This design comes from an exercise in tuning for a short achievable clock period and few clock cycles per item on the open sky130 flow, not from production work.
Function not checked in this run: the RTL went through the layout flow alone.
Power figures rest on the tool's default switching activity, not on a simulated workload.

## flow/config.mk

```make
export PLATFORM = sky130hd
export DESIGN_NAME = wbe_mem_top
export DESIGN_NICKNAME = wbe_mem_top
export VERILOG_FILES = /design/flow/design.v
export SDC_FILE = /design/flow/constraint.sdc
export NUM_CORES = 4
export LEC_CHECK = 0
export ABC_CLOCK_PERIOD_IN_PS = 2000
export CAP_MARGIN = 20
export CORE_MARGIN = 2
export CORE_UTILIZATION = 65
export PLACE_DENSITY = 0.75
export SETUP_SLACK_MARGIN = 2.3
export SLEW_MARGIN = 20
```

## flow/constraint.sdc

```tcl
create_clock -name core_clock -period 4.3 [get_ports {clk}]
set_input_delay 0.8600 -clock core_clock [delete_from_list [all_inputs] [get_ports {clk}]]
set_output_delay 0.8600 -clock core_clock [all_outputs]
set_load 0.01 [all_outputs]
```

## flow/design.v

```verilog
`default_nettype none
module req_credit_fifo #(
    parameter int ADDR_W = 6,
    parameter int DATA_W = 32,
    parameter int LANES  = DATA_W / 8,
    parameter int DEPTH  = 2 ** ADDR_W
) (
    input  logic              clk,
    input  logic              rst,
    input  logic              req_valid,
    input  logic [ADDR_W-1:0] req_addr,
    input  logic [LANES-1:0]  req_be,
    input  logic [DATA_W-1:0] req_wdata,
    output logic              s_valid,    
    output logic [DEPTH-1:0]  s_sel,      
    output logic [LANES-1:0]  s_be,       
    output logic [DATA_W-1:0] s_wdata
);
    always_ff @(posedge clk) begin
        for (int i = 0; i < DEPTH; i++) begin
            s_sel[i] <= (req_addr == ADDR_W'(i));
        end
        s_be    <= req_be & {LANES{req_valid}};
        s_wdata <= req_wdata;
    end
    always_ff @(posedge clk) begin
        if (rst) begin
            s_valid <= 1'b0;
        end else begin
            s_valid <= req_valid;
        end
    end
endmodule
`default_nettype wire
`default_nettype none
module wbe_sram #(
    parameter int ADDR_W = 6,
    parameter int DATA_W = 32,
    parameter int LANES  = DATA_W / 8,
    parameter int DEPTH  = 2 ** ADDR_W
) (
    input  logic              clk,
    input  logic [DEPTH-1:0]  sel,
    input  logic [LANES-1:0]  be,
    input  logic [DATA_W-1:0] wdata,
    output logic [DATA_W-1:0] rdata
);
    logic [DATA_W-1:0] words [DEPTH];    
    for (genvar w = 0; w < DEPTH; w++) begin : g_word
        for (genvar l = 0; l < LANES; l++) begin : g_lane
            always_ff @(posedge clk) begin
                if (sel[w] && be[l]) begin
                    words[w][l*8 +: 8] <= wdata[l*8 +: 8];
                end
            end
        end
    end
    always_comb begin
        rdata = '0;
        for (int k = 0; k < DEPTH; k++) begin
            rdata = rdata | ({DATA_W{sel[k]}} & words[k]);
        end
    end
endmodule
`default_nettype wire
`default_nettype none
module mem_issue_ctrl #(
    parameter int RSP_CREDITS = 2,
    parameter int DATA_W      = 32,
    parameter int QDEPTH      = 3
) (
    input  logic              clk,
    input  logic              rst,
    input  logic              s_valid,    
    input  logic [DATA_W-1:0] s_rdata,    
    input  logic              rsp_credit,
    output logic              req_credit,
    output logic              rsp_valid,
    output logic [DATA_W-1:0] rsp_rdata
);
    localparam int CNT_W = $clog2(RSP_CREDITS + 1);
    localparam int QN_W  = $clog2(QDEPTH + 1);
    logic              r_valid;                  
    logic [DATA_W-1:0] r_data;                   
    logic              head_valid;               
    logic [DATA_W-1:0] head_keep;                
    logic [DATA_W-1:0] q_data [QDEPTH];          
    logic [QN_W-1:0]   q_cnt;
    logic [CNT_W-1:0]  slots;                    
    logic              head_free;
    logic              q_any;
    logic              direct;                   
    logic              head_valid_nxt;
    logic              slot_left;
    logic [DATA_W-1:0] head_alt;
    assign head_free      = !head_valid || rsp_valid;
    assign q_any          = (q_cnt != '0);
    assign direct         = head_free && !q_any && !r_valid;
    assign head_valid_nxt = !head_free || q_any || r_valid || s_valid;
    assign slot_left      = (slots != CNT_W'(rsp_valid));
    assign req_credit = rsp_valid;
    assign head_alt = !head_free ? head_keep : (q_any ? q_data[0] : r_data);
    always_ff @(posedge clk) begin
        rsp_rdata <= direct ? s_rdata : head_alt;
        if (head_free && head_valid_nxt) begin
            head_keep <= direct ? s_rdata : head_alt;
        end
        r_data <= s_rdata;
        for (int k = 0; k < QDEPTH; k++) begin
            if (head_free && q_any) begin
                if (r_valid && q_cnt == QN_W'(k + 1)) begin
                    q_data[k] <= r_data;
                end else if (k + 1 < QDEPTH) begin
                    q_data[k] <= q_data[k + 1];
                end
            end else if (!head_free && r_valid && q_cnt == QN_W'(k)) begin
                q_data[k] <= r_data;
            end
        end
    end
    always_ff @(posedge clk) begin
        if (rst) begin
            r_valid    <= 1'b0;
            head_valid <= 1'b0;
            q_cnt      <= '0;
            slots      <= CNT_W'(RSP_CREDITS);
            rsp_valid  <= 1'b0;
        end else begin
            r_valid    <= s_valid && !direct;
            head_valid <= head_valid_nxt;
            if (head_free) begin
                if (q_any && !r_valid) q_cnt <= q_cnt - 1'b1;
            end else if (r_valid) begin
                q_cnt <= q_cnt + 1'b1;
            end
            slots     <= slots - CNT_W'(rsp_valid) + CNT_W'(rsp_credit);
            rsp_valid <= head_valid_nxt && (slot_left || rsp_credit);
        end
    end
endmodule
`default_nettype wire
`default_nettype none
module wbe_mem_top #(
    parameter int ADDR_W      = 6,
    parameter int DATA_W      = 32,
    parameter int REQ_DEPTH   = 4,
    parameter int RSP_CREDITS = 2,
    parameter int LANES       = DATA_W / 8
) (
    input  logic              clk,
    input  logic              rst,
    input  logic              req_valid,
    input  logic [ADDR_W-1:0] req_addr,
    input  logic [LANES-1:0]  req_be,
    input  logic [DATA_W-1:0] req_wdata,
    input  logic              rsp_credit,
    output logic              req_credit,
    output logic              rsp_valid,
    output logic [DATA_W-1:0] rsp_rdata
);
    localparam int DEPTH  = 2 ** ADDR_W;
    logic                     s_valid;
    logic [DEPTH-1:0]         s_sel;
    logic [LANES-1:0]         s_be;
    logic [DATA_W-1:0]        s_wdata;
    logic [DATA_W-1:0]        s_rdata;
    req_credit_fifo #(
        .ADDR_W (ADDR_W),
        .DATA_W (DATA_W)
    ) u_fifo (
        .clk       (clk),
        .rst       (rst),
        .req_valid (req_valid),
        .req_addr  (req_addr),
        .req_be    (req_be),
        .req_wdata (req_wdata),
        .s_valid   (s_valid),
        .s_sel     (s_sel),
        .s_be      (s_be),
        .s_wdata   (s_wdata)
    );
    wbe_sram #(
        .ADDR_W (ADDR_W),
        .DATA_W (DATA_W)
    ) u_sram (
        .clk   (clk),
        .sel   (s_sel),
        .be    (s_be),
        .wdata (s_wdata),
        .rdata (s_rdata)
    );
    mem_issue_ctrl #(
        .RSP_CREDITS (RSP_CREDITS),
        .DATA_W      (DATA_W),
        .QDEPTH      (REQ_DEPTH - 1)
    ) u_ctrl (
        .clk        (clk),
        .rst        (rst),
        .s_valid    (s_valid),
        .s_rdata    (s_rdata),
        .rsp_credit (rsp_credit),
        .req_credit (req_credit),
        .rsp_valid  (rsp_valid),
        .rsp_rdata  (rsp_rdata)
    );
endmodule
`default_nettype wire
```

## flow/run.sh

```bash
#!/bin/bash
# synth_recipe.tcl (not shown) runs the flow's synth.tcl, then flattens the netlist and writes it again
# the make line also repeats each setting of config.mk as NAME=value (left out here)
make -C /OpenROAD-flow-scripts/flow DESIGN_CONFIG=/design/flow/config.mk WORK_HOME=/design/flow/orfs CLKGATE_MAP_FILE= SYNTH_SCRIPT=/design/flow/synth_recipe.tcl finish
```

==> reports/metrics.yaml <==
cells_and_area:
  design_area_mm2: 0.101
  fin_nets: 4953
  stdcell_count: 6842
  area_growth_syn_to_layout_pct: 19.9
  drive_gt1_frac: 0.271
synthesis:
  synth_cell_types: 38
  syn-instance-count: 4503
  synthFlopType: "edfxtp_1"
  yosysSeqAreaShare: 0.815
  synth_seq_cells: 2348
  synth_area_mm2: 0.0844
  yosysWarnings: 5
  syn_nets: 4555
  synth_top_cell_area_share: 0.774
  synth_edf_count: 2176
  synth.area.top_cells: "edfxtp_1 (77%), a221oi_1 (4.2%), a22o_1 (4.2%)"
  ys_async_sr_fraction: 0
  synth_top_cell_by_area: "edfxtp_1"
  synth_area_per_cell_um2: 18.8
setup_path:
  endpoint_kind: "register"
  reg2reg_from: "u_fifo.s_sel[55]$_DFF_P_"
  rr_worst_depth: 6
  r2r_end: "u_ctrl.head_keep[9]$_DFFE_PP_"
  critPathLaunchType: "register"
  worstPathMaxFanout: 6
  arrival_ns: 3.70
  r2r_setup_slack_ns: 1.22
  crit_type: "reg -> reg"
  required_ns: 4.92
route:
  drt_iter0_markers: 10712
  wl_um: 292000
  post-route-drc-count: 0
  routedWlPerCell_um: 42.6
  routed-via-count: 52873
  ant_nets: 0
  drt_pass1_iterations: 9
  routed_via_density: 7.73
clock_network:
  clk_latency_ns: 0.90
  numCtsBuffers: 214
  htreeDepth: 4
  cts_hold_buf: 0
  path_clk_slew_ns: 0.08
  cts_root_buf: "clkbuf_16"
  ctsLongestPathBuffers: 3
  tritoncts: "yes"
  cts_sinks: 2348
floorplanning:
  dieWidth_um: 364
  die-area_mm2: 0.133
  num_rows: 132
  fp.coreArea_mm2: 0.129
  ios: 80
  die_h_um: 364
  start_util: 0.654
placed_design:
  io_buffers: 79
  dp_cells: 6087
  placed_cell_area_mm2: 0.0868
  hpwlAfterDp_um: 138000
  pre_cts_ws_ns: 1.07
  place_congestion: 0.920
power_and_ir_drop:
  p_leak_nw: 33.3
  intPower_mw: 38.5
  p_switching_mw: 12.4
  pwr-share-seq: 0.526
  power_density_mw_per_mm2: 504
  swShare: 0.244
  power.share.clock: 0.375
  p_comb_frac: 0.099
  ir_worst_vdd_mv: 0.565
global_routing:
  grt-ovfl-total: 0
  grt_max_degree: 65
  antenna_found_initial: 25
  gr-usage-all-layers: 0.421
  grt_pass1_wl_um: 383000
  grt_pass1_vias: 49464
sta:
  setup_viol: 0
  post-route-period-util: 0.716
  worst_hold_slack_ns: 0.411
  slew_violations: 0
  grt_setup_unrepaired: "yes"
  maxClockFrequency_mhz: 325
  skew_ns: 0.0521
  relSlewSlack: 0.322
  layout_setup_ws_ns: 1.22
  finalHoldViolCount: 0
  worst_pin_slew_ns: 0.989
  layout_min_cycle_time_ns: 3.08
  fin_tns_setup_ns: 0
min_path:
  holdPathEnd: "u_fifo.s_wdata[15]$_DFF_P_"
  hold_start: "req_wdata[15]"
  min_path_type: "in -> reg"
  whs_path_depth: 1
run:
  drv_cap: 0
run_status:
  status: "complete, no violations"
## kinds of logic after synthesis
group | synth area share
multiplexers | 0.0151
buffers and inverters | 0.0183
flip-flops | 0.815
AND/OR/NAND/NOR | 0.0438
AO/OA/AOI/OAI | 0.107
XOR/XNOR | 0.000311
adder cells (fa/ha/maj) | 0.000889
## how the worst max path moves through the flow
stage | depth (start not counted) | start | to | slack [ns]
6_report | 6 | u_fifo.s_sel[55]$_DFF_P_ | u_ctrl.head_keep[9]$_DFFE_PP_ | 1.22
5_1_grt | 6 | u_fifo.s_sel[55]$_DFF_P_ | u_ctrl.head_keep[9]$_DFFE_PP_ | 1.44
4_1_cts | 6 | u_fifo.s_sel[17]$_DFF_P_ | u_ctrl.head_keep[25]$_DFFE_PP_ | 1.74
3_5_place_dp | 5 | u_fifo.s_sel[43]$_DFF_P_ | u_ctrl.head_keep[1]$_DFFE_PP_ | 1.07
3_3_place_gp | 5 | u_fifo.s_sel[43]$_DFF_P_ | u_ctrl.head_keep[1]$_DFFE_PP_ | 1.21
2_1_floorplan | 7 | u_fifo.s_sel[41]$_DFF_P_ | u_ctrl.head_keep[10]$_DFFE_PP_ | 2.14
## critical path, stage by stage, from the launching register on
cell	delay (ns)
dfxtp_4	0.41
buf_12	0.15
a22oi_2	0.46
nand4_1	0.39
or3_4	0.53
or4_4	0.57
mux2_4	0.29
## cells in the mapped netlist, drive strengths merged, types with 2 or more instances
library cell,number
a21oi,2
a221oi,408
a22o,408
a22oi,208
a2bb2oi,6
and2,260
buf,106
clkbuf,208
dfxtp,172
edfxtp,2176
ha,6
inv,4
mux2,90
mux2i,26
nand2,101
nand2b,5
nand3,8
nand3b,2
nand4,129
nor2,71
nor2b,7
o21ai,27
o221ai,6
or3,26
or4,32
xnor2,2
## cell type report
cell class,count,area [µm²]
Timing Repair Buffer,494,6190
Multi-Input combinational cell,1839,16800
Inverter,4,15.0
Antenna cell,14,35.0
Tap cell,1742,2180
Clock buffer,282,5720
Sequential cell,2348,69200
Fill cell,6078,27900
Clock inverter,119,1090
## stage by stage
stage / total power, mW / util
CTS: 49.6 / 0.772
floorplan: 29.1 / -
finish: 51.0 / 0.784
detailed placement: 31.0 / 0.672
global route: 51.7 / 0.783
global placement: 30.8 / 0.671
## metal layers
layer / global-route usage / up-vias / wire (µm)
li1: - / 19564 / -
met4: 0.300 / 31 / 30200
met3: 0.180 / 1580 / 49400
met2: 0.610 / 5667 / 124000
met5: 0.00690 / - / 301
met1: 0.511 / 26031 / 87800
## flip-flops by register name, indices dropped and copies added (netlist names), 2 cells and up
signal	count
u_fifo.s_sel	64
u_fifo.s_be	4
u_fifo.s_wdata	32
u_ctrl.slots	2
u_ctrl.head_keep	32
u_ctrl.q_cnt	2
u_ctrl.r_data	32
u_ctrl.q_data	96
u_ctrl.rsp_rdata	32
u_sram.words	2048
## power by group through the flow
| stage | Sequential, mW | Combinational (mW) | Clock, mW |
|---|---|---|---|
| final | 26.8 | 5.04 | 19.1 |
| after floorplan | 27.0 | 2.15 | 0 |
| after global placement | 27.2 | 3.66 | 0 |
| after global routing | 26.8 | 5.14 | 19.7 |
| after detailed placement | 27.2 | 3.76 | 0 |
| after CTS | 26.7 | 4.31 | 18.5 |
## layout by cell type (no fill, tap or decap), types with 19 or more instances in the layout
cell | synthesis | routed
mux2_4 | 0 | 21
mux2_2 | 90 | 69
dfxtp_4 | 0 | 86
buf_16 | 0 | 20
buf_6 | 32 | 78
or4_4 | 20 | 32
edfxtp_1 | 2176 | 2176
dfxtp_1 | 172 | 40
a22oi_2 | 10 | 87
buf_12 | 0 | 119
clkinv_2 | 0 | 35
a22oi_1 | 198 | 121
a221oi_4 | 0 | 34
buf_8 | 0 | 19
nand2_1 | 101 | 99
buf_4 | 10 | 207
nor2_1 | 71 | 68
clkbuf_16 | 0 | 218
o21ai_0 | 27 | 27
or3_4 | 0 | 24
a22o_1 | 408 | 392
and2_1 | 260 | 253
mux2i_1 | 26 | 26
nand4_1 | 129 | 129
a221oi_2 | 0 | 187
a221oi_1 | 408 | 187
clkdlybuf4s50_1 | 0 | 44
dfxtp_2 | 0 | 46
clkinv_1 | 0 | 46
clkbuf_1 | 208 | 55
## what timing repair did
action,4_1_cts,5_1_grt
pin swaps,64,81
cloned,9,3
setup endpoints to repair,1344,329
setup buffers,266,62
resized for setup,658,151

-- port drivers added, routing unchanged --
The flow's constraints put no driver on any port. The routed layout listed below was extracted and timed again, unchanged, in two steps. Step 1 (the two cells are an assumption about what drives the block):
set clk [get_ports {clk}]
set_driving_cell -lib_cell sky130_fd_sc_hd__clkbuf_16 $clk
set_driving_cell -lib_cell sky130_fd_sc_hd__buf_2 [delete_from_list [all_inputs] $clk]
Step 2 moves the port delays by t, midway between the first and last clock arrival at a register: inputs arrive t later, outputs are due t later. That takes back most of the time a late clock gives input paths. Three values: ideal, step 1, step 2; two values: the first two.
t, ns: 0.956
setup slack, ns: 1.223 / 1.223 / 1.223
clock arrival spread, ns: 0.059 / 0.060
slew at the worst register clock pin (ns): 0.10 / 0.10
After both steps setup and hold are still met in this run. For this run, drivers alone change the setup slack by 0.000 ns; drivers and shift together by 0.000 ns.
